From an optimization exercise on the open Yosys and OpenROAD flow, aimed at small area, a short achievable clock period and few clock cycles per item; shortcuts taken in it are not production practice. In this exercise RTL edits were held to simulation tests only and were not proved equivalent to the original. Power and IR drop assume default switching activity.

==> flow/design.v <==
`timescale 1ns / 1ps
package sfomd_pkg;
  localparam int unsigned FRAME_KEPT = 7;
  localparam int unsigned WRAP_SLOTS = 33;
  localparam logic [7:0]  END_BYTE   = 8'h80;
  localparam logic [1:0]  CFG_PWM_PERIOD    = 2'd0;
  localparam logic [1:0]  CFG_ROTATION_GAIN = 2'd1;
  localparam logic [1:0]  CFG_BRAKE_BELOW   = 2'd2;
  localparam logic [15:0] PWM_PERIOD_RST    = 16'd1473;
  localparam logic [2:0]  ROTATION_GAIN_RST = 3'd1;
  localparam logic [7:0]  BRAKE_BELOW_RST   = 8'd50;
endpackage
`timescale 1ns / 1ps
module sfomd_benc (
  input  logic [2:0] dg,
  input  logic       s,
  output logic [2:0] ctl
);
  logic one, two;
  assign one = dg[1] ^ dg[0];
  assign two = (dg == 3'b011) || (dg == 3'b100);
  assign ctl = {one, two, (dg[2] ^ s) && (one || two)};
endmodule
module sfomd_mul (
  input  logic [15:0] period,
  input  logic [2:0]  ctl0, ctl1, ctl2, ctl3,    
  input  logic        ph,
  input  logic [28:0] acc_s, acc_c,
  output logic [28:0] sum_s, sum_c
);
  logic [17:0] r0, r1, r2;
  logic [16:0] r3;
  logic        n0, n1, n2;
  assign n0 = ctl0[0];
  assign n1 = ctl1[0];
  assign n2 = ctl2[0];
  assign r0 = ((ctl0[2] ? {2'b00, period} : 18'd0) | (ctl0[1] ? {1'b0, period, 1'b0} : 18'd0)) ^ {18{n0}};
  assign r1 = ((ctl1[2] ? {2'b00, period} : 18'd0) | (ctl1[1] ? {1'b0, period, 1'b0} : 18'd0)) ^ {18{n1}};
  assign r2 = ((ctl2[2] ? {2'b00, period} : 18'd0) | (ctl2[1] ? {1'b0, period, 1'b0} : 18'd0)) ^ {18{n2}};
  assign r3 = (ctl3[2] ? {1'b0, period} : 17'd0) | (ctl3[1] ? {period, 1'b0} : 17'd0);
  logic [28:0] op0, op1, op2, op3, op4;
  assign op0 = {9'd0, ~r0[17], r0[17], r0[17], r0[16:0]};
  assign op1 = {8'd0, 1'b1, ~r1[17], r1[16:0], 1'b0, n0};
  assign op2 = {7'h7f, ~r2[17], r2[16:0], 1'b0, n1, 2'b00};
  assign op3 = ph ? {acc_s[22:0], 1'b0, n2, 4'b0000}
                  : {6'd0, r3, 1'b0, n2, 4'b0000};
  assign op4 = ph ? {acc_c[22:0], 6'd0} : 29'd0;
  logic [28:0] s1, c1, s2, c2;
  assign s1    = op0 ^ op1 ^ op2;
  assign c1    = {((op0 & op1) | (op0 & op2) | (op1 & op2)), 1'b0};
  assign s2    = s1 ^ c1 ^ op3;
  assign c2    = {((s1 & c1) | (s1 & op3) | (c1 & op3)), 1'b0};
  assign sum_s = s2 ^ c2 ^ op4;
  assign sum_c = {((s2 & c2) | (s2 & op4) | (c2 & op4)), 1'b0};
endmodule
module sfomd_duty
(
  input  logic [28:0] x,
  output logic [19:0] part    
);
  logic [7:0] a2, a1, a0;
  logic       sat;
  logic [8:0] u;
  logic [7:0] ts;
  logic [8:0] tc;
  logic       g71, p71, ge1, ge2;
  assign a2  = x[23:16];
  assign a1  = x[15:8];
  assign a0  = x[7:0];
  assign sat = (x[28:24] != '0) || (a2 == 8'hff);
  assign u   = {1'b0, a2} + {1'b0, a1};
  assign ts  = a2 ^ a1 ^ a0;
  assign tc  = {((a2 & a1) | (a2 & a0) | (a1 & a0)), 1'b0};
  always_comb begin
    g71 = 1'b0;
    p71 = 1'b1;
    for (int i = 1; i < 8; i++) begin
      g71 = (ts[i] & tc[i]) | ((ts[i] | tc[i]) & g71);
      p71 = p71 & (ts[i] | tc[i]);
    end
  end
  assign ge1  = tc[8] | g71 | (p71 & ts[0]);
  assign ge2  = tc[8] & (g71 | p71);
  assign part = {sat, ge2, ge1, a2, u};
endmodule
module sfomd_duty_fin
(
  input  logic [19:0] part,
  output logic [15:0] duty
);
  logic       sat, ge2, ge1;
  logic [7:0] a2, h;
  logic [8:0] u, l;
  assign {sat, ge2, ge1, a2, u} = part;
  assign l    = ge2 ? u + 9'd2 : (ge1 ? u + 9'd1 : u);
  assign h    = l[8] ? a2 + 8'd1 : a2;
  assign duty = sat ? 16'hffff : {h, l[7:0]};
endmodule
`timescale 1ns / 1ps
module serial_frame_to_omni_motor_drive
(
  input  logic                   clk,
  input  logic                   rst_n,
  input  logic                   in_valid,
  output logic                   in_ready,
  input  logic [7:0]             in_data,
  output logic                   out_valid,
  input  logic                   out_ready,
  output logic [1:0]             out_motor_index,
  output logic                   out_forward_pin,
  output logic                   out_reverse_pin,
  output logic [15:0]            out_duty,
  output logic                   out_status_led,
  output logic                   out_last,
  input  logic                   cfg_we,
  input  logic [1:0]             cfg_index,
  input  logic [15:0]            cfg_data
);
  logic [15:0] period_r;
  logic [2:0]  gain_r;
  logic [7:0]  brake_r;
  logic [7:0]  slot_r [sfomd_pkg::FRAME_KEPT];
  logic [5:0]  pos_r;
  logic [6:0]  pos_inc;
  logic [6:0]  wsel_r;      
  logic [6:0]  sa_r, sb_r;  
  logic        in_ready_r;
  logic        jp_r;
  logic        cap_v;
  logic [1:0]  mw_r;
  logic signed [10:0] op_r, oth_r;
  logic signed [13:0] turn_r;
  logic        m_v, m_ph;
  logic signed [13:0] m_r;
  logic [2:0]  ctl_r [4];
  logic        acc_v;
  logic [28:0] acc_s, acc_c;
  logic        a_fwd, a_rev;
  logic        x_v, x_ph;
  logic [28:0] x_r;
  logic        x_fwd, x_rev;
  logic        out_valid_r;
  logic [1:0]  o_idx;
  logic        o_fwd, o_rev, o_led;
  logic [15:0] o_duty;
  logic accept, end_acc, out_free, deliver, do_d1, x_free, do_c, do_a, do_b;
  logic do_mix, mix_last, judge;
  logic jp_nxt, cap_v_nxt, cap_g_nxt, m_v_nxt, m_ph_nxt, jposs_nxt;
  logic [1:0] mw_nxt;
  assign accept   = in_valid && in_ready_r;
  assign end_acc  = accept && (in_data == sfomd_pkg::END_BYTE);
  assign out_free = !out_valid_r;
  assign deliver  = x_v && x_ph && out_free;
  assign do_d1    = x_v && !x_ph;
  assign x_free   = !x_v || deliver;
  assign do_c     = acc_v && x_free;
  assign do_a     = m_v && !m_ph && (!acc_v || do_c);
  assign do_b     = m_v && m_ph;
  assign do_mix   = cap_v && (!m_v || do_b);
  assign mix_last = do_mix && (mw_r == 2'd3);
  assign judge    = jp_r && (!cap_v || mix_last);
  logic [6:0]  k0, k1, k2, k3, k4, k5;
  logic [6:0]  ks1, kc1, ks2, kc2, ks3, kc3, ka, kb, sm;
  logic        good;
  assign k0  = wsel_r[0] ? 7'd0 : slot_r[0][6:0];
  assign k1  = wsel_r[1] ? 7'd0 : slot_r[1][6:0];
  assign k2  = wsel_r[2] ? 7'd0 : slot_r[2][6:0];
  assign k3  = wsel_r[3] ? 7'd0 : slot_r[3][6:0];
  assign k4  = wsel_r[4] ? 7'd0 : slot_r[4][6:0];
  assign k5  = wsel_r[5] ? 7'd0 : slot_r[5][6:0];
  assign ks1 = k0 ^ k1 ^ k2;
  assign kc1 = {((k0 & k1) | (k0 & k2) | (k1 & k2)), 1'b0};
  assign ks2 = k3 ^ k4 ^ k5;
  assign kc2 = {((k3 & k4) | (k3 & k5) | (k4 & k5)), 1'b0};
  assign ks3 = ks1 ^ kc1 ^ ks2;
  assign kc3 = {((ks1 & kc1) | (ks1 & ks2) | (kc1 & ks2)), 1'b0};
  assign ka  = ks3 ^ kc3 ^ kc2;
  assign kb  = {((ks3 & kc3) | (ks3 & kc2) | (kc3 & kc2)), 1'b0};
  assign sm  = sa_r + sb_r;
  assign good = !slot_r[6][7] && (sm == slot_r[6][6:0]);
  logic signed [10:0] s4, s4n;
  logic signed [13:0] trow1, trow0, turn;
  logic        t8, t4, tp1, tm1, tm2;
  assign s4    = {3'({1'b0, slot_r[4][7:6]} - 3'd1), slot_r[4][5:0], 2'b01};
  assign s4n   = {3'({1'b0, ~slot_r[4][7:6]} - 3'd3), ~slot_r[4][5:0], 2'b11};
  assign t8    = gain_r[2] & gain_r[1];              
  assign t4    = gain_r[2] ^ gain_r[1];              
  assign tp1   = !gain_r[1] & gain_r[0];             
  assign tm1   = gain_r[1] & gain_r[0];              
  assign tm2   = gain_r[1] & !gain_r[0];             
  assign trow1 = (t8 ? (14'(s4) <<< 3) : 14'sd0) | (t4 ? (14'(s4) <<< 2) : 14'sd0);
  assign trow0 = (tp1 ? 14'(s4) : 14'sd0) | (tm1 ? 14'(s4n) : 14'sd0)
               | (tm2 ? (14'(s4n) <<< 1) : 14'sd0);
  assign turn  = trow1 + trow0;
  logic signed [10:0] s2, s3;
  logic signed [13:0] v;
  assign s2 = {3'({1'b0, slot_r[2][7:6]} - 3'd1), slot_r[2][5:0], 2'b01};
  assign s3 = {3'({1'b0, slot_r[3][7:6]} - 3'd1), slot_r[3][5:0], 2'b01};
  assign v  = turn_r + 14'(op_r);
  logic [14:0] vx_mix, vx_m;
  logic [2:0]  ctl_mix [4];
  logic [2:0]  ctl_lo [3];
  logic [2:0]  ctl_hi [4];
  logic [2:0]  ctl_nxt [4];
  assign vx_mix = {v, 1'b0};
  assign vx_m   = {m_r, 1'b0};
  for (genvar k = 0; k < 4; k++) begin : g_enc_hi
    sfomd_benc u_enc (.dg(vx_mix[2*(k+3) +: 3]), .s(v[13]), .ctl(ctl_mix[k]));
  end
  for (genvar k = 0; k < 3; k++) begin : g_enc_lo
    sfomd_benc u_enc (.dg(vx_m[2*k +: 3]), .s(m_r[13]), .ctl(ctl_lo[k]));
  end
  for (genvar k = 0; k < 4; k++) begin : g_enc_hold
    sfomd_benc u_enc (.dg(vx_m[2*(k+3) +: 3]), .s(m_r[13]), .ctl(ctl_hi[k]));
  end
  always_comb begin
    for (int k = 0; k < 4; k++) begin
      if (do_mix)        ctl_nxt[k] = ctl_mix[k];
      else if (m_ph_nxt) ctl_nxt[k] = (k < 3) ? ctl_lo[k] : 3'b000;
      else               ctl_nxt[k] = ctl_hi[k];
    end
  end
  logic [28:0] prod_s, prod_c;
  logic        brk, brk_r;
  sfomd_mul u_mul (
    .period (period_r),
    .ctl0   (ctl_r[0]),
    .ctl1   (ctl_r[1]),
    .ctl2   (ctl_r[2]),
    .ctl3   (ctl_r[3]),
    .ph     (m_ph),
    .acc_s  (acc_s),
    .acc_c  (acc_c),
    .sum_s  (prod_s),
    .sum_c  (prod_c)
  );
  logic       bsg, bhi;
  logic [7:0] bw;
  logic [8:0] bl;
  assign bsg = m_r[13];
  assign bhi = (m_r[13:8] == {6{bsg}});
  assign bw  = m_r[7:0] ^ {8{bsg}};
  assign bl  = {1'b0, brake_r} - {8'd0, bsg};
  assign brk = bhi && !bl[8] && ({1'b0, bw} < bl);
  logic [19:0] part;
  logic [15:0] duty;
  sfomd_duty u_duty (
    .x    (x_r),
    .part (part)
  );
  sfomd_duty_fin u_duty_fin (
    .part (x_r[19:0]),
    .duty (duty)
  );
  assign pos_inc   = {1'b0, pos_r} + 7'd1;
  assign jp_nxt    = end_acc || (jp_r && !judge);
  assign cap_v_nxt = judge ? good : (mix_last ? 1'b0 : cap_v);
  assign mw_nxt    = do_mix ? mw_r + 2'd1 : mw_r;
  assign m_v_nxt   = do_mix ? 1'b1 : (do_b ? 1'b0 : m_v);
  assign m_ph_nxt  = do_mix ? 1'b0 : (do_a ? 1'b1 : m_ph);
  assign cap_g_nxt = judge || (cap_v && !mix_last);
  assign jposs_nxt = !cap_g_nxt || ((mw_nxt == 2'd3) && (!m_v_nxt || m_ph_nxt));
  always_ff @(posedge clk) begin
    if (!rst_n) begin
      period_r    <= sfomd_pkg::PWM_PERIOD_RST;
      gain_r      <= sfomd_pkg::ROTATION_GAIN_RST;
      brake_r     <= sfomd_pkg::BRAKE_BELOW_RST;
      pos_r       <= '0;
      wsel_r      <= 7'd1;
      in_ready_r  <= 1'b1;
      jp_r        <= 1'b0;
      cap_v       <= 1'b0;
      mw_r        <= '0;
      m_v         <= 1'b0;
      m_ph        <= 1'b0;
      acc_v       <= 1'b0;
      x_v         <= 1'b0;
      x_ph        <= 1'b0;
      out_valid_r <= 1'b0;
      o_idx       <= 2'd3;
      o_led       <= 1'b0;
    end else begin
      if (cfg_we) begin
        case (cfg_index)
          sfomd_pkg::CFG_PWM_PERIOD:    period_r <= cfg_data;
          sfomd_pkg::CFG_ROTATION_GAIN: gain_r   <= cfg_data[2:0];
          sfomd_pkg::CFG_BRAKE_BELOW:   brake_r  <= cfg_data[7:0];
          default: ;
        endcase
      end
      if (accept) begin
        if (in_data == sfomd_pkg::END_BYTE || pos_inc >= 7'(sfomd_pkg::WRAP_SLOTS)) begin
          pos_r  <= '0;
          wsel_r <= 7'd1;
        end else begin
          pos_r  <= pos_inc[5:0];
          wsel_r <= {wsel_r[5:0], 1'b0};
        end
      end
      jp_r       <= jp_nxt;
      in_ready_r <= !(jp_nxt && !jposs_nxt);
      cap_v      <= cap_v_nxt;
      mw_r       <= mw_nxt;
      m_v        <= m_v_nxt;
      m_ph       <= m_ph_nxt;
      if (do_b) begin
        acc_v <= 1'b1;
      end else if (do_c) begin
        acc_v <= 1'b0;
      end
      if (do_c) begin
        x_v  <= 1'b1;
        x_ph <= 1'b0;
      end else begin
        if (deliver) x_v <= 1'b0;
        if (do_d1)   x_ph <= 1'b1;
      end
      if (deliver) begin
        out_valid_r <= 1'b1;
        o_idx       <= o_idx + 2'd1;
        if (o_idx == 2'd3) o_led <= !o_led;
      end else if (out_ready) begin
        out_valid_r <= 1'b0;
      end
    end
  end
  always_ff @(posedge clk) begin
    for (int j = 0; j < sfomd_pkg::FRAME_KEPT; j++) begin
      if (!rst_n || (accept && wsel_r[j])) slot_r[j] <= rst_n ? in_data : 8'd0;
    end
  end
  always_ff @(posedge clk) begin
    if (accept) begin
      sa_r <= ka;
      sb_r <= kb;
    end
    if (judge) begin
      op_r   <= s2;
      oth_r  <= s3;
      turn_r <= turn;
    end else if (do_mix) begin
      op_r   <= oth_r;
      oth_r  <= -op_r;
    end
    if (do_mix) begin
      m_r <= v;
    end
    for (int k = 0; k < 4; k++) ctl_r[k] <= ctl_nxt[k];
    if (do_a) brk_r <= brk;
    if (do_a || do_b) begin
      acc_s <= prod_s;
      acc_c <= prod_c;
    end
    if (do_b) begin
      a_fwd <= brk_r || !m_r[13];
      a_rev <= brk_r || m_r[13];
    end
    if (do_c) begin
      x_r   <= acc_s + acc_c;
      x_fwd <= a_fwd;
      x_rev <= a_rev;
    end else if (do_d1) begin
      x_r[19:0] <= part;
    end
    if (deliver) begin
      o_fwd  <= x_fwd;
      o_rev  <= x_rev;
      o_duty <= duty;
    end
  end
  assign in_ready        = in_ready_r;
  assign out_valid       = out_valid_r;
  assign out_motor_index = o_idx;
  assign out_forward_pin = o_fwd;
  assign out_reverse_pin = o_rev;
  assign out_duty        = o_duty;
  assign out_status_led  = o_led;
  assign out_last        = (o_idx == 2'd3);
endmodule
==> flow/flow/run.sh <==
#!/bin/bash
set -euo pipefail
bash standard.sh synth > synth.log 2>&1
bash standard.sh \
  "BUFFER_PORTS_ARGS=-buffer_cell sky130_fd_sc_hd__buf_2" \
  "CTS_ARGS=-sink_clustering_enable -repair_clock_nets -dont_use_dummy_load -buf_list {sky130_fd_sc_hd__clkbuf_4 sky130_fd_sc_hd__clkbuf_8} -sink_clustering_size 14 -sink_clustering_max_diameter 50" \
  finish > layout.log 2>&1
==> flow/standard.sh <==
#!/bin/bash
# synth_recipe.tcl (not shown) runs the flow's synth.tcl, then flattens the netlist and writes it again
# the make line also repeats each setting of config.mk as NAME=value (left out here)
make -C /OpenROAD-flow-scripts/flow DESIGN_CONFIG=/design/flow/config.mk WORK_HOME=/design/flow/orfs CLKGATE_MAP_FILE= SYNTH_SCRIPT=/design/flow/synth_recipe.tcl "${@:-finish}"
==> flow/config.mk <==
export PLATFORM = sky130hd
export DESIGN_NAME = serial_frame_to_omni_motor_drive
export DESIGN_NICKNAME = serial_frame_to_omni_motor_drive
export VERILOG_FILES = /design/flow/design.v
export SDC_FILE = /design/flow/constraint.sdc
export NUM_CORES = 4
export LEC_CHECK = 0
export CAP_MARGIN = 20
export CORE_MARGIN = 2
export CORE_UTILIZATION = 40
export SETUP_SLACK_MARGIN = 4.3
export SLEW_MARGIN = 20
==> flow/constraint.sdc <==
create_clock -name core_clock -period 7.0 [get_ports {clk}]
set_input_delay 1.4000 -clock core_clock [delete_from_list [all_inputs] [get_ports {clk}]]
set_output_delay 1.4000 -clock core_clock [all_outputs]
set_load 0.01 [all_outputs]
==> results of run 1 <==
[final timing paths]
| path | start | endpoint | slack, ns | depth (start not counted) |
|---|---|---|---|---|
| setup reg to reg | op_r[2]$_DFFE_PP_ | ctl_r[2][0]$_DFF_P_ | 4.21 | 12 |
| hold reg to reg | x_fwd$_DFFE_PP_ | o_fwd$_DFFE_PP_ | 0.42 | 0 |
| setup / recovery | op_r[2]$_DFFE_PP_ | ctl_r[2][0]$_DFF_P_ | 4.21 | 12 |
| hold / removal | x_fwd$_DFFE_PP_ | o_fwd$_DFFE_PP_ | 0.42 | 0 |
[power by group through the flow]
stage | Sequential, mW | Combinational [mW] | Clock, mW
2_1_floorplan | 1.95 | 0.310 | 0
3_3_place_gp | 1.97 | 0.392 | 0
3_5_place_dp | 1.97 | 0.405 | 0
4_1_cts | 1.93 | 0.413 | 1.11
5_1_grt | 1.93 | 0.468 | 1.17
6_report | 1.93 | 0.413 | 1.07
[state kept, by name, summed over array words and instances (netlist names), 14 cells and up]
register	cells
slot_r	53
m_r	14
o_duty	16
x_r	29
period_r	16
acc_c	25
turn_r	14
acc_s	29
[cell families after synthesis]
kind of cell | after synthesis
AND/OR/NAND/NOR | 491
buffers and inverters | 214
XOR/XNOR | 173
flip-flops | 286
AO/OA/AOI/OAI | 352
multiplexers | 28
adder cells (fa/ha/maj) | 201
[cell type report]
class / count / area share (%)
Clock buffer: 39 / 2.60
Inverter: 127 / 2.41
Multi-Input combinational cell: 1245 / 48.8
Sequential cell: 286 / 38.4
Tap cell: 600 / 3.64
Timing Repair Buffer: 120 / 4.02
Timing Repair inverter: 2 / 0.0606
[worst register-to-register path, stage by stage (launching register included)]
cell and delay [ns]:
edfxtp_1 0.45, ha_4 0.29, nor2b_1 0.13, o21ai_1 0.13, nand2b_1 0.09, a21o_1 0.19, a31o_2 0.22, a41oi_2 0.24
nor2b_4 0.27, xnor2_4 0.16, ha_4 0.24, o2111ai_2 0.16, nand3_1 0.10
[through the flow]
step           cells  instance area (um^2)  worst slack (ns)
5_1_grt         2419                 20600              4.07
3_3_place_gp    2318                 19000              3.61
3_5_place_dp    2318                 19000              3.56
6_report        2419                 20600              4.21
4_1_cts         2393                 20100              4.13
2_1_floorplan   1745                 18300              4.30
[what timing repair did]
item	in CTS	in global routing
gates cloned	1	1
hold endpoints to repair	0	0
setup buffers	35	25
endpoints found under the setup margin	184	91
resized for setup	64	73
pin swaps	22	32
[metal layers]
metal  vias up  track usage (%)
met5         -                0
met4         0             6.08
met3        70             2.68
met2       254             30.7
met1      6039             22.2
li1       6198                -
[layout by cell type, fill, tap and decap left out, drive strengths merged, types with 13 or more instances in the layout]
cell / netlist / layout
inv: 124 / 123
nor2: 51 / 51
ha: 115 / 115
and2: 36 / 36
nand2b: 15 / 15
nor3: 19 / 19
mux2i: 23 / 23
o211ai: 16 / 16
a21boi: 20 / 20
xor2: 49 / 49
a22oi: 60 / 60
buf: 4 / 120
o22ai: 14 / 14
nand2: 225 / 225
a21oi: 64 / 64
nor2b: 60 / 60
edfxtp: 217 / 217
nand3: 33 / 33
clkbuf: 83 / 39
a21o: 14 / 14
or3: 13 / 13
o21ai: 106 / 106
xnor2: 124 / 124
fa: 84 / 84
dfxtp: 69 / 69
==> flow_summary.yaml, run 1 <==
synth:
  synth_area_leaders: "edfxtp_1 (36%), fa_1 (9.2%), ha_1 (7.9%)"
  synth_adder_area_share_pct: 17.2
  synth_warnings: 11
  yosysTopAreaCellShare_pct: 35.7
  synthMuxAreaShare_pct: 1.57
  synth_area_per_cell_um2: 10.5
  yosysSeqAreaShare_pct: 43.2
  ys_seq_elements: 286
  yosysTopAreaCell: "edfxtp_1"
  synth-simple-area-share_pct: 12.9
  syn_inst: 1745
  async_flop_share_pct: 0
  ys_top_cells_by_count: "nand2_1 (225), edfxtp_1 (217), xnor2_1 (124)"
  synthesis.area_um2: 18300
  synth_compound_area_share_pct: 12.4
  syn_nets: 1975
  synthMostInstantiatedCell: "nand2_1"
  ys.flop_type: "edfxtp_1"
  synth_top_family_by_area: "adder cells"
  synth-xor-area-share_pct: 8.29
  synth_cell_types: 69
  synth-edff-count: 217
route:
  drt-total-wl_um: 41900
  routed-wl-met2_um: 21000
  avgRoutedWirePerCell_um: 17.3
  first_iter_violations: 789
  vias: 12600
  dr_wl_met3_um: 1590
  drc: 0
  viasPerCell: 5.19
  first_pass_iters: 5
  top_layer: "met4"
  met1_length_um: 18100
  ant_nets: 0
power:
  power.leakage_nw: 7.94
  netSwitchingPower_uw: 838
  p_per_area_nw_per_um2: 165
  comb_power_share_pct: 12.1
  pwr-share-seq_pct: 56.5
  switching_share_pct: 24.6
  p_int_mw: 2.57
  ir_drop_mv: 0.152
  power.total_mw: 3.41
  power_frac_clock_pct: 31.4
timing:
  holdWs_ns: 0.421
  finalSetupTns_ns: 0
  final.setup_skew_ns: 0.0542
  period_needed_ns: 2.79
  slew_viol_final: 0
  slew_headroom_pct: 49.0
  setup_viol_count_final: 0
  fin_crit_sh_pct: 39.9
  rsz0062_at_grt: "yes"
  max_freq_ghz: 0.358
  tightest_slew_ns: 0.746
  final_hold_viol_count: 0
global_route:
  grt_antenna_before_repair: 0
  grt_overflow: 0
  track_usage_pct: 17.6
  first_global_vias: 12500
  grt_pass1_wl_um: 66100
  grt_max_degree: 69
final_layout:
  drive_above_1_share_pct: 15.0
  multiInputGateArea_um2: 10100
  final_core_util_pct: 45.6
  area_delta_synth_final_pct: 13.0
  ff_latch_area_um2: 7930
  num_antenna_cells: 0
  num-nets-final: 2051
  nFillCells: 4246
setup_path:
  cp_top_family: "compound AO/OA/AOI/OAI gates"
  cp.required_ns: 7.46
  cpMaxStageDelayCell: "edfxtp_1"
  arrival_ns: 3.25
  path_class: "flip-flop to flip-flop"
  crit_buf_inv: 0
  critical_path.cell_chain: "ha_4 > nor2b_1 > o21ai_1 > nand2b_1 > a21o_1 > a31o_2 > a41oi_2 > nor2b_4 > xnor2_4 > ha_4 > o2111ai_2 > nand3_1"
  worstPathMaxFanout: 4
  start_kind: "flip-flop"
  cp_common_cell: "ha_4"
  end_kind: "flip-flop"
  worst_path_largest_cell_delay_ns: 0.45
clocking:
  clk_path_buf_depth: 3
  cts-root-buf: "clkbuf_8"
  numCtsBuffers: 39
  postCtsHoldBufs: 0
  clkSlewWorstSetupHoldPaths_ns: 0.07
  cts.sinks: 286
  cts_tree: "yes"
  cts_htree_levels: 2
  clock_latency_ns: 0.59
floorplan:
  fp.dieW_um: 218
  rows: 78
  io_pins: 55
  dieArea_um2: 47400
  die_h_um: 218
  core_um2: 45300
  initial_utilization_pct: 40.4
run_status:
  status: "no timing/DRC/antenna violations"
flow_run:
  cap_violations: 0
placement:
  gp_congestion: 0.877
  dp_hpwl_um: 30600
  port_buffers: 54
min_path:
  hp-class: "flip-flop to flip-flop"
Testbench counts, summed over its fixed seeds: cycles 3,184, frames 384.
==> run 2, diff against run 1 <==
--- a/flow/config.mk
+++ b/flow/config.mk
@@ -9,4 +9,4 @@
 export CORE_MARGIN = 2
 export CORE_UTILIZATION = 40
-export SETUP_SLACK_MARGIN = 4.3
+export SETUP_SLACK_MARGIN = 4.2
 export SLEW_MARGIN = 20
==> flow_summary.yaml, run 2 <==
floorplan:
  fp.dieW_um: 218
  die_h_um: 218
  dieArea_um2: 47400
  io_pins: 55
  core_um2: 45300
  rows: 78
  initial_utilization_pct: 40.4
global_route:
  grt_overflow: 0
  grt_pass1_wl_um: 65900
  track_usage_pct: 17.5
  grt.met2_usage_pct: 30.2
  grt_antenna_before_repair: 0
  grtUsageMet1_pct: 22.3
  first_global_vias: 12300
  use_met3_pct: 3.11
  grt-busiest-layer: "met2"
  grt_max_degree: 69
route:
  drc: 0
  vias: 12400
  first_iter_violations: 623
  first_pass_iters: 5
  avgRoutedWirePerCell_um: 17.2
  ant_nets: 0
  drt-total-wl_um: 41100
  viasPerCell: 5.17
setup_path:
  start_kind: "flip-flop"
  end_kind: "flip-flop"
  worst-r2r-cell-count: 11
  crit_buf_inv: 1
  cpMaxStageDelayCell: "edfxtp_1"
  cp.required_ns: 7.47
  worstPathMaxFanout: 4
  critical_path.cell_chain: "ha_1 > nand3_1 > o211ai_1 > o221ai_2 > o21bai_1 > a21o_1 > xor2_4 > buf_4 > ha_4 > o2111ai_2 > nand3_1"
  worstReg2RegEnd: "ctl_r[2][0]$_DFF_P_"
  cp_top_family: "compound AO/OA/AOI/OAI gates"
  cp_common_cell: "nand3_1"
  worst_path_largest_cell_delay_ns: 0.42
  arrival_ns: 3.26
  cp-endpoint: "ctl_r[2][0]$_DFF_P_"
  critPathLaunch: "op_r[3]$_DFFE_PP_"
  r2r_slack_ns: 4.21
  path_class: "flip-flop to flip-flop"
  path_depth: 11
  reg2reg_from: "op_r[3]$_DFFE_PP_"
placement:
  dp_hpwl_um: 30600
  dpl.cell_count: 2319
  gp_congestion: 0.889
  port_buffers: 54
clocking:
  cts-root-buf: "clkbuf_8"
  clk_path_buf_depth: 3
  cts_tree: "yes"
  clkSlewWorstSetupHoldPaths_ns: 0.07
  numCtsBuffers: 37
  cts.sinks: 286
  cts_htree_levels: 2
  clock_latency_ns: 0.62
  postCtsHoldBufs: 0
synth:
  yosysTopAreaCellShare_pct: 35.7
  synthMuxAreaShare_pct: 1.57
  async_flop_share_pct: 0
  synth_top_family_by_area: "adder cells"
  synth_area_leaders: "edfxtp_1 (36%), fa_1 (9.2%), ha_1 (7.9%)"
  synth_warnings: 11
  ys_seq_elements: 286
  syn_inst: 1745
  synthesis.area_um2: 18300
  synth-xor-area-share_pct: 8.29
  synth-simple-area-share_pct: 12.9
  synth_compound_area_share_pct: 12.4
  ys.flop_type: "edfxtp_1"
  syn_nets: 1975
  ys_top_cells_by_count: "nand2_1 (225), edfxtp_1 (217), xnor2_1 (124)"
  synth_adder_area_share_pct: 17.2
  yosysSeqAreaShare_pct: 43.2
  synth-edff-count: 217
  yosysTopAreaCell: "edfxtp_1"
  synth_cell_types: 69
  synth_area_per_cell_um2: 10.5
  synthMostInstantiatedCell: "nand2_1"
timing:
  tightest_slew_ns: 0.746
  period_needed_ns: 2.79
  setup_viol_count_final: 0
  final.setup_skew_ns: 0.0981
  slew_headroom_pct: 50.1
  finalSetupTns_ns: 0
  final_hold_viol_count: 0
  slew_viol_final: 0
  fin_crit_sh_pct: 39.8
  max_freq_ghz: 0.359
  rsz0062_at_grt: "yes"
final_layout:
  final_cell_mix: "nand2_1 (223), edfxtp_1 (217), inv_1 (120), xnor2_1 (120), ha_1 (105)"
  drive_above_1_share_pct: 12.0
  num_antenna_cells: 0
  area_delta_synth_final_pct: 10.3
  instances_no_fill: 2389
  multiInputGateArea_um2: 9880
  num-nets-final: 2021
  nFillCells: 4355
  ff_latch_area_um2: 7940
  reg.largest.list: "slot_r: 53 flops, acc_s: 29 flops, x_r: 29 flops"
  top_register: "slot_r"
  layout_commonest_cell: "nand2_1"
  largest_reg_flops: 53
power:
  p_per_area_nw_per_um2: 167
  ir_drop_mv: 0.169
  power.leakage_nw: 7.73
min_path:
  hp-class: "flip-flop to flip-flop"
flow_run:
  cap_violations: 0
run_status:
  status: "no timing/DRC/antenna violations"
-- run 2: per-layer routing --
layer  wire length, um  up-vias
li1                  -     6130
met3              1660       74
met1             18300     5912
met4              1110        0
met2             20100      247
met5                 0        -
-- run 2: stage by stage --
stage | power, mW | instance area [um^2] | setup WS (ns) | hold slack, ns | utilization [%]
2_1_floorplan | 2.26 | 18300 | 4.21 | 0.400 | -
3_3_place_gp | 2.36 | 19000 | 3.65 | 0.406 | 42.0
3_5_place_dp | 2.37 | 19000 | 3.60 | 0.410 | 42.0
4_1_cts | 3.42 | 19800 | 4.06 | 0.431 | 43.7
5_1_grt | 3.54 | 20200 | 4.07 | 0.442 | 44.5
6_report | 3.37 | 20200 | 4.21 | 0.426 | 44.5
-- run 2: logic make-up (layout without fill, tap and decap cells) --
group / Yosys count / in the layout
flops: 286 / 286
simple gates: 491 / 491
compound gates: 352 / 352
xor+xnor: 173 / 173
mux: 28 / 28
buf+inv: 214 / 258
fa+ha+maj: 201 / 201
-- run 2: report_power, final --
| part | switching, mW | internal (mW) | leakage, nW |
|---|---|---|---|
| Combinational | 0.217 | 0.186 | 4.87 |
| Sequential | 0.0395 | 1.89 | 2.60 |
| Clock | 0.570 | 0.468 | 0.266 |
-- run 2: layout make-up --
| type | instances | area share, % |
|---|---|---|
| Inverter | 127 | 2.43 |
| Sequential cell | 286 | 39.4 |
| Multi-Input combinational cell | 1245 | 49.0 |
| Tap cell | 600 | 3.72 |
| Timing Repair inverter | 2 | 0.0497 |
| Clock buffer | 37 | 2.53 |
| Timing Repair Buffer | 92 | 2.81 |
-- run 2: worst min-delay path by stage --
stage	startpoint	to	slack [ns]	depth (start not counted)
finish	a_fwd$_DFFE_PP_	x_fwd$_DFFE_PP_	0.43	0
global placement	a_rev$_DFFE_PP_	x_rev$_DFFE_PP_	0.41	0
global route	a_fwd$_DFFE_PP_	x_fwd$_DFFE_PP_	0.44	0
floorplan	x_fwd$_DFFE_PP_	o_fwd$_DFFE_PP_	0.40	0
CTS	a_fwd$_DFFE_PP_	x_fwd$_DFFE_PP_	0.43	0
detailed placement	x_rev$_DFFE_PP_	o_rev$_DFFE_PP_	0.41	0
-- run 2: repair_timing --
action,4_1_cts,5_1_grt
cloned,1,1
buffers inserted,16,15
endpoints found under the setup margin,106,118
pin swaps,17,17
resized for setup,37,51
==> run 3, diff against run 2 <==
--- a/flow/design.v
+++ b/flow/design.v
@@ -130,4 +130,5 @@
   logic [1:0]  mw_r;
   logic signed [10:0] op_r, oth_r;
+  logic        op_c, oth_c;
   logic signed [13:0] turn_r;
   logic        m_v, m_ph;
@@ -197,5 +198,7 @@
   assign s2 = {3'({1'b0, slot_r[2][7:6]} - 3'd1), slot_r[2][5:0], 2'b01};
   assign s3 = {3'({1'b0, slot_r[3][7:6]} - 3'd1), slot_r[3][5:0], 2'b01};
-  assign v  = turn_r + 14'(op_r);
+  logic [14:0] vsum;
+  assign vsum = {turn_r, 1'b1} + {14'(op_r), op_c};
+  assign v    = vsum[14:1];
   logic [14:0] vx_mix, vx_m;
   logic [2:0]  ctl_mix [4];
@@ -337,9 +340,13 @@
     if (judge) begin
       op_r   <= s2;
+      op_c   <= 1'b0;
       oth_r  <= s3;
+      oth_c  <= 1'b0;
       turn_r <= turn;
     end else if (do_mix) begin
       op_r   <= oth_r;
-      oth_r  <= -op_r;
+      op_c   <= oth_c;
+      oth_r  <= ~op_r;
+      oth_c  <= !op_c;
     end
     if (do_mix) begin
==> flow_summary.yaml, run 3 <==
clocking:
  cts-root-buf: "clkbuf_8"
  cts.sinks: 288
  cts_tree: "yes"
  numCtsBuffers: 37
  cts_htree_levels: 2
  clk_path_buf_depth: 3
  clock_latency_ns: 0.59
  clkSlewWorstSetupHoldPaths_ns: 0.09
timing:
  fin_crit_sh_pct: 40.9
  period_needed_ns: 2.86
  slew_headroom_pct: 48.5
  rsz0062_at_grt: "yes"
  tightest_slew_ns: 0.772
  final_hold_viol_count: 0
  finalSetupTns_ns: 0
  setup_viol_count_final: 0
  slew_viol_final: 0
  final.setup_skew_ns: 0.0650
  max_freq_ghz: 0.349
route:
  top_layer: "met4"
  drc: 0
  dr_wl_met3_um: 1530
  routed-wl-met2_um: 20300
  viasPerCell: 5.28
  first_iter_violations: 699
  drt-total-wl_um: 41700
  avgRoutedWirePerCell_um: 17.3
  vias: 12700
  first_pass_iters: 5
  ant_nets: 0
  met1_length_um: 18800
power:
  p_per_area_nw_per_um2: 169
  ir_drop_mv: 0.164
  switching_share_pct: 24.8
  pwr-share-seq_pct: 57.0
  p_int_mw: 2.56
  power_frac_clock_pct: 30.7
  comb_power_share_pct: 12.2
  power.leakage_nw: 7.81
  netSwitchingPower_uw: 845
min_path:
  hp-class: "flip-flop to flip-flop"
global_route:
  grt_overflow: 0
  grt_max_degree: 69
  grt_antenna_before_repair: 0
  track_usage_pct: 17.6
  grt_pass1_wl_um: 66400
  first_global_vias: 12500
final_layout:
  top_register: "slot_r"
  ff_latch_area_um2: 7970
  nFillCells: 4316
  area_delta_synth_final_pct: 9.53
  instances_no_fill: 2408
  num_antenna_cells: 0
  multiInputGateArea_um2: 9930
  num-nets-final: 2039
  largest_reg_flops: 53
  fin_area_um2: 20200
  reg.largest.list: "slot_r: 53 flops, acc_s: 29 flops, x_r: 29 flops"
  final_cell_mix: "edfxtp_1 (217), nand2_1 (211), inv_1 (116), xnor2_1 (111), ha_1 (109)"
  drive_above_1_share_pct: 11.7
  layout_commonest_cell: "edfxtp_1"
synth:
  yosysSeqAreaShare_pct: 43.0
  synthMostInstantiatedCell: "edfxtp_1"
  ys_top_cells_by_count: "edfxtp_1 (217), nand2_1 (212), inv_1 (118)"
  synth_area_leaders: "edfxtp_1 (35%), fa_1 (9.1%), ha_1 (7.7%)"
  synth-edff-count: 217
  synth_area_per_cell_um2: 10.4
  synth_warnings: 11
  synth_cell_types: 70
  ys.flop_type: "edfxtp_1"
  syn_nets: 2004
  yosysTopAreaCellShare_pct: 35.3
  syn_inst: 1775
  ys_seq_elements: 288
  yosysTopAreaCell: "edfxtp_1"
  async_flop_share_pct: 0
  synthesis.area_um2: 18400
placement:
  gp_congestion: 0.890
  port_buffers: 54
  dpl.cell_count: 2344
  dp_hpwl_um: 30800
  dpl_cell_area_um2: 19200
flow_run:
  cap_violations: 0
setup_path:
  cp_top_family: "compound AO/OA/AOI/OAI gates"
  start_kind: "flip-flop"
  end_kind: "flip-flop"
  worstPathMaxFanout: 2
  path_class: "flip-flop to flip-flop"
  cp.required_ns: 7.42
  crit_buf_inv: 1
  critical_path.cell_chain: "ha_1 > a21o_1 > a21o_1 > a21oi_2 > o21ai_2 > a211oi_2 > a21oi_2 > buf_4 > mux2i_4 > and2_1 > ha_1 > mux2i_1 > o21ai_1"
  worst_path_largest_cell_delay_ns: 0.44
  cpMaxStageDelayCell: "edfxtp_1"
  arrival_ns: 3.29
floorplan:
  die_h_um: 219
  rows: 78
  dieArea_um2: 47800
  core_um2: 45500
  fp.dieW_um: 219
  io_pins: 55
  initial_utilization_pct: 40.6
run_status:
  status: "no timing/DRC/antenna violations"
-- run 3: cell count changes after synthesis, sizes merged, moves of 8 or more --
cell | before | now
nor2 | 51 | 76
a22oi | 60 | 70
nand2 | 225 | 212
a211oi | 4 | 15
nor2b | 60 | 68
xnor2 | 124 | 114
xor2 | 49 | 39
-- run 3: power groups by stage --
stage                     logic, mW  clock network, mW  registers (mW)
after global placement        0.398                  0            1.98
final                         0.417               1.05            1.95
after detailed placement      0.409                  0            1.99
after global routing          0.473               1.14            1.95
after CTS                     0.415               1.09            1.95
after floorplan               0.316                  0            1.96
-- run 3: final cells by class --
type,instances,share of cell area (%)
Timing Repair Buffer,92,2.79
Clock buffer,37,2.52
Inverter,123,2.34
Tap cell,600,3.72
Sequential cell,288,39.5
Multi-Input combinational cell,1268,49.2
-- run 3: timing repair --
item                                    4_1_cts  5_1_grt
endpoints found under the hold margin         0        0
pin swaps                                    15       19
hold buffers                                  0        0
setup buffers                                13       14
endpoints found under the setup margin       59       56
gates resized for setup                      34       50
-- run 3: cells by family after synthesis --
family | Yosys count | share of synthesized area, %
AO/OA/AOI/OAI | 379 | 13.5
XOR/XNOR | 153 | 7.35
adder cells (fa/ha/maj) | 201 | 17.0
buffers and inverters | 219 | 4.46
flip-flops | 288 | 43.0
multiplexers | 26 | 1.44
AND/OR/NAND/NOR | 509 | 13.2
-- run 3: final timing paths --
path                               to  cells past startpoint  slack (ns)           startpoint
hold reg to reg     op_c$_SDFFE_PP0P_                      2        0.41   oth_c$_SDFFE_PP0P_
setup / recovery  ctl_r[3][1]$_DFF_P_                     13        4.14  turn_r[0]$_DFFE_PP_
setup reg to reg  ctl_r[3][1]$_DFF_P_                     13        4.14  turn_r[0]$_DFFE_PP_
hold / removal      op_c$_SDFFE_PP0P_                      2        0.41   oth_c$_SDFFE_PP0P_
-- run 3: tightest hold or removal path, cell delays in order, from the launching register on --
cell and delay (ns):
dfxtp_1 0.31, nand2_1 0.05, a21oi_1 0.05
-- run 3: metrics by stage --
step | total power [mW] | utilization (%) | setup slack [ns] | hold WS, ns
2_1_floorplan | 2.28 | - | 4.18 | 0.400
3_3_place_gp | 2.38 | 42.2 | 3.69 | 0.407
3_5_place_dp | 2.39 | 42.2 | 3.57 | 0.410
4_1_cts | 3.46 | 43.8 | 4.17 | 0.423
5_1_grt | 3.57 | 44.4 | 4.02 | 0.434
6_report | 3.41 | 44.4 | 4.14 | 0.413
-- run 3: routing by layer --
metal	up-vias	track usage (%)
li1	6221	-
met1	6186	22.7
met2	239	30.2
met3	68	2.49
met4	0	6.17
met5	-	0
Testbench counts of run 3, summed over its fixed seeds: cycles 3,184, frames 384.
==> run 4, diff against run 3 <==
--- a/flow/config.mk
+++ b/flow/config.mk
@@ -9,4 +9,4 @@
 export CORE_MARGIN = 2
 export CORE_UTILIZATION = 40
-export SETUP_SLACK_MARGIN = 4.2
+export SETUP_SLACK_MARGIN = 4.1
 export SLEW_MARGIN = 20
==> flow_summary.yaml, run 4 <==
route:
  avgRoutedWirePerCell_um: 17.1
  first_iter_violations: 755
  drt-total-wl_um: 41300
  first_pass_iters: 7
  viasPerCell: 5.24
  ant_nets: 0
  drc: 0
  vias: 12600
synth:
  synthesis.area_um2: 18400
  ys_top_cells_by_count: "edfxtp_1 (217), nand2_1 (212), inv_1 (118)"
  yosysTopAreaCellShare_pct: 35.3
  synthMostInstantiatedCell: "edfxtp_1"
  yosysTopAreaCell: "edfxtp_1"
  synth_area_leaders: "edfxtp_1 (35%), fa_1 (9.1%), ha_1 (7.7%)"
  synth_warnings: 11
  synth_cell_types: 70
  yosysSeqAreaShare_pct: 43.0
  ys_seq_elements: 288
  ys.flop_type: "edfxtp_1"
  syn_nets: 2004
  async_flop_share_pct: 0
  synth-edff-count: 217
  synth_area_per_cell_um2: 10.4
  syn_inst: 1775
global_route:
  grt_overflow: 0
  grtUsageMet1_pct: 23.3
  grt-busiest-layer: "met2"
  grt_pass1_wl_um: 67100
  grt_max_degree: 69
  use_met3_pct: 2.89
  first_global_vias: 12600
  grt_antenna_before_repair: 1
  grt.met2_usage_pct: 29.7
  track_usage_pct: 17.8
timing:
  period_needed_ns: 2.77
  final_hold_viol_count: 0
  final.setup_skew_ns: 0.0876
  fin_crit_sh_pct: 39.6
  tightest_slew_ns: 0.782
  setup_viol_count_final: 0
  max_freq_ghz: 0.361
  rsz0062_at_grt: "yes"
  slew_headroom_pct: 47.7
  slew_viol_final: 0
  finalSetupTns_ns: 0
power:
  power.leakage_nw: 7.79
  p_int_mw: 2.56
  comb_power_share_pct: 12.0
  p_per_area_nw_per_um2: 169
  pwr-share-seq_pct: 57.2
  switching_share_pct: 24.6
  power_frac_clock_pct: 30.8
  netSwitchingPower_uw: 838
  ir_drop_mv: 0.179
final_layout:
  ff_latch_area_um2: 7960
  multiInputGateArea_um2: 9890
  reg.largest.list: "slot_r: 53 flops, acc_s: 29 flops, x_r: 29 flops"
  top_register: "slot_r"
  nFillCells: 4392
  num-nets-final: 2039
  layout_commonest_cell: "edfxtp_1"
  final_cell_mix: "edfxtp_1 (217), nand2_1 (209), inv_1 (117), xnor2_1 (112), ha_1 (109)"
  instances_no_fill: 2408
  drive_above_1_share_pct: 11.1
  largest_reg_flops: 53
  area_delta_synth_final_pct: 9.14
  num_antenna_cells: 0
clocking:
  clock_latency_ns: 0.61
  cts_tree: "yes"
  numCtsBuffers: 37
  cts.sinks: 288
  cts_htree_levels: 2
  cts-root-buf: "clkbuf_8"
  clkSlewWorstSetupHoldPaths_ns: 0.08
  clk_path_buf_depth: 3
setup_path:
  path_class: "flip-flop to flip-flop"
  end_kind: "flip-flop"
  start_kind: "flip-flop"
  cp.required_ns: 7.48
  worstPathMaxFanout: 2
  arrival_ns: 3.25
floorplan:
  rows: 78
  io_pins: 55
  die_h_um: 219
  dieArea_um2: 47800
  fp.dieW_um: 219
  core_um2: 45500
  initial_utilization_pct: 40.6
min_path:
  hp-class: "flip-flop to flip-flop"
run_status:
  status: "no timing/DRC/antenna violations"
placement:
  port_buffers: 54
  dp_hpwl_um: 30900
  gp_congestion: 0.897
  dpl.cell_count: 2345
flow_run:
  cap_violations: 0
## run 4: cell counts after synthesis
No cell type changed its count.
## run 4: area by class of cell
| cell class | count | share of cell area (%) |
|---|---|---|
| multi-input combinational | 1268 | 49.1 |
| sequential | 288 | 39.5 |
| tap | 600 | 3.73 |
| timing repair buffer | 92 | 2.76 |
| clock buffer | 37 | 2.53 |
| inverter | 123 | 2.32 |
## run 4: cell families after synthesis
group                      share of synthesized area [%]
buffers and inverters                               4.46
adders and majority gates                           17.0
AOI/OAI and AO/OA                                   13.5
DFF                                                 43.0
muxes                                               1.44
xor gates and xnor gates                            7.35
and+or+nand+nor                                     13.2
## run 4: final timing paths
kind	endpoint	cells past startpoint	slack, ns	from
worst min-delay path	x_fwd$_DFFE_PP_	0	0.42	a_fwd$_DFFE_PP_
worst max-delay path	ctl_r[3][1]$_DFF_P_	13	4.23	turn_r[0]$_DFFE_PP_
worst max register to register	ctl_r[3][1]$_DFF_P_	13	4.23	turn_r[0]$_DFFE_PP_
worst min register to register	x_fwd$_DFFE_PP_	0	0.42	a_fwd$_DFFE_PP_
## run 4: timing repair
action	CTS	global route
buffers inserted	5	21
gates cloned	0	0
gates resized for setup	26	38
hold buffers	0	0
hold endpoints to repair	0	0
pin swaps	5	18
setup endpoints to repair	45	34
## run 4: metrics by stage
stage / utilization, % / worst slack (ns) / total power [mW] / area, um^2 / hold WS, ns
finish: 44.3 / 4.23 / 3.40 / 20100 / 0.417
global route: 44.3 / 4.06 / 3.57 / 20100 / 0.427
CTS: 43.6 / 4.03 / 3.45 / 19800 / 0.420
detailed placement: 42.2 / 3.46 / 2.39 / 19200 / 0.405
global placement: 42.2 / 3.50 / 2.38 / 19200 / 0.406
floorplan: - / 4.12 / 2.28 / 18400 / 0.400
## run 4: metal layers
| metal | part of all wire (%) | up-vias |
|---|---|---|
| li1 | - | 6220 |
| met2 | 48 | 251 |
| met4 | 2.7 | 0 |
| met5 | 0 | - |
| met1 | 45 | 6084 |
| met3 | 4.3 | 63 |
## run 4: critical path, stage by stage (launching register included)
cell	delay, ns
edfxtp_1	0.39
ha_1	0.30
a21o_1	0.17
a21o_1	0.18
a21oi_2	0.18
o21ai_2	0.08
a211oi_2	0.26
a21oi_2	0.13
buf_4	0.16
mux2i_2	0.20
nand2_1	0.13
ha_2	0.20
mux2i_2	0.16
o21ai_2	0.10
## run 4: power by group through the flow
stage / Sequential, mW / Clock, mW / Combinational (mW)
floorplan: 1.96 / 0 / 0.316
global placement: 1.98 / 0 / 0.398
detailed placement: 1.98 / 0 / 0.404
CTS: 1.95 / 1.09 / 0.409
global route: 1.95 / 1.15 / 0.467
finish: 1.95 / 1.05 / 0.407

## re-timing with driven ports
In the flow no input, the clock included, has a driving cell. The finished layouts below were timed again as built, in two steps. Step 1 (the two cells are an assumption about what drives the block):
set clk [get_ports {clk}]
set_driving_cell -lib_cell sky130_fd_sc_hd__clkbuf_16 $clk
set_driving_cell -lib_cell sky130_fd_sc_hd__buf_2 [delete_from_list [all_inputs] $clk]
Step 2 also shifts input and output timing later by t, the mid clock arrival at the registers, as if the neighbouring blocks saw the same clock. Slacks: no drivers / after step 1 / after step 2; pairs: no drivers / after step 1.
| run | shift t [ns] | slack for setup (ns) | hold slack, ns | worst register clock-pin slew, ns |
|---|---|---|---|---|
| run 1 | 0.615 | 4.210 / 4.210 / 4.065 | 0.421 / 0.421 / 0.421 | 0.09 / 0.09 |
| run 2 | 0.618 | 4.211 / 4.211 / 3.772 | 0.426 / 0.426 / 0.426 | 0.09 / 0.09 |
| run 3 | 0.610 | 4.137 / 4.137 / 3.848 | 0.413 / 0.413 / 0.413 | 0.09 / 0.09 |
| run 4 | 0.613 | 4.231 / 4.231 / 3.899 | 0.417 / 0.417 / 0.417 | 0.09 / 0.09 |
After both steps every run listed still meets setup and hold. The setup slack of run 2, which loses most, moves by 0.000 ns with the drivers and by -0.439 ns with both steps.
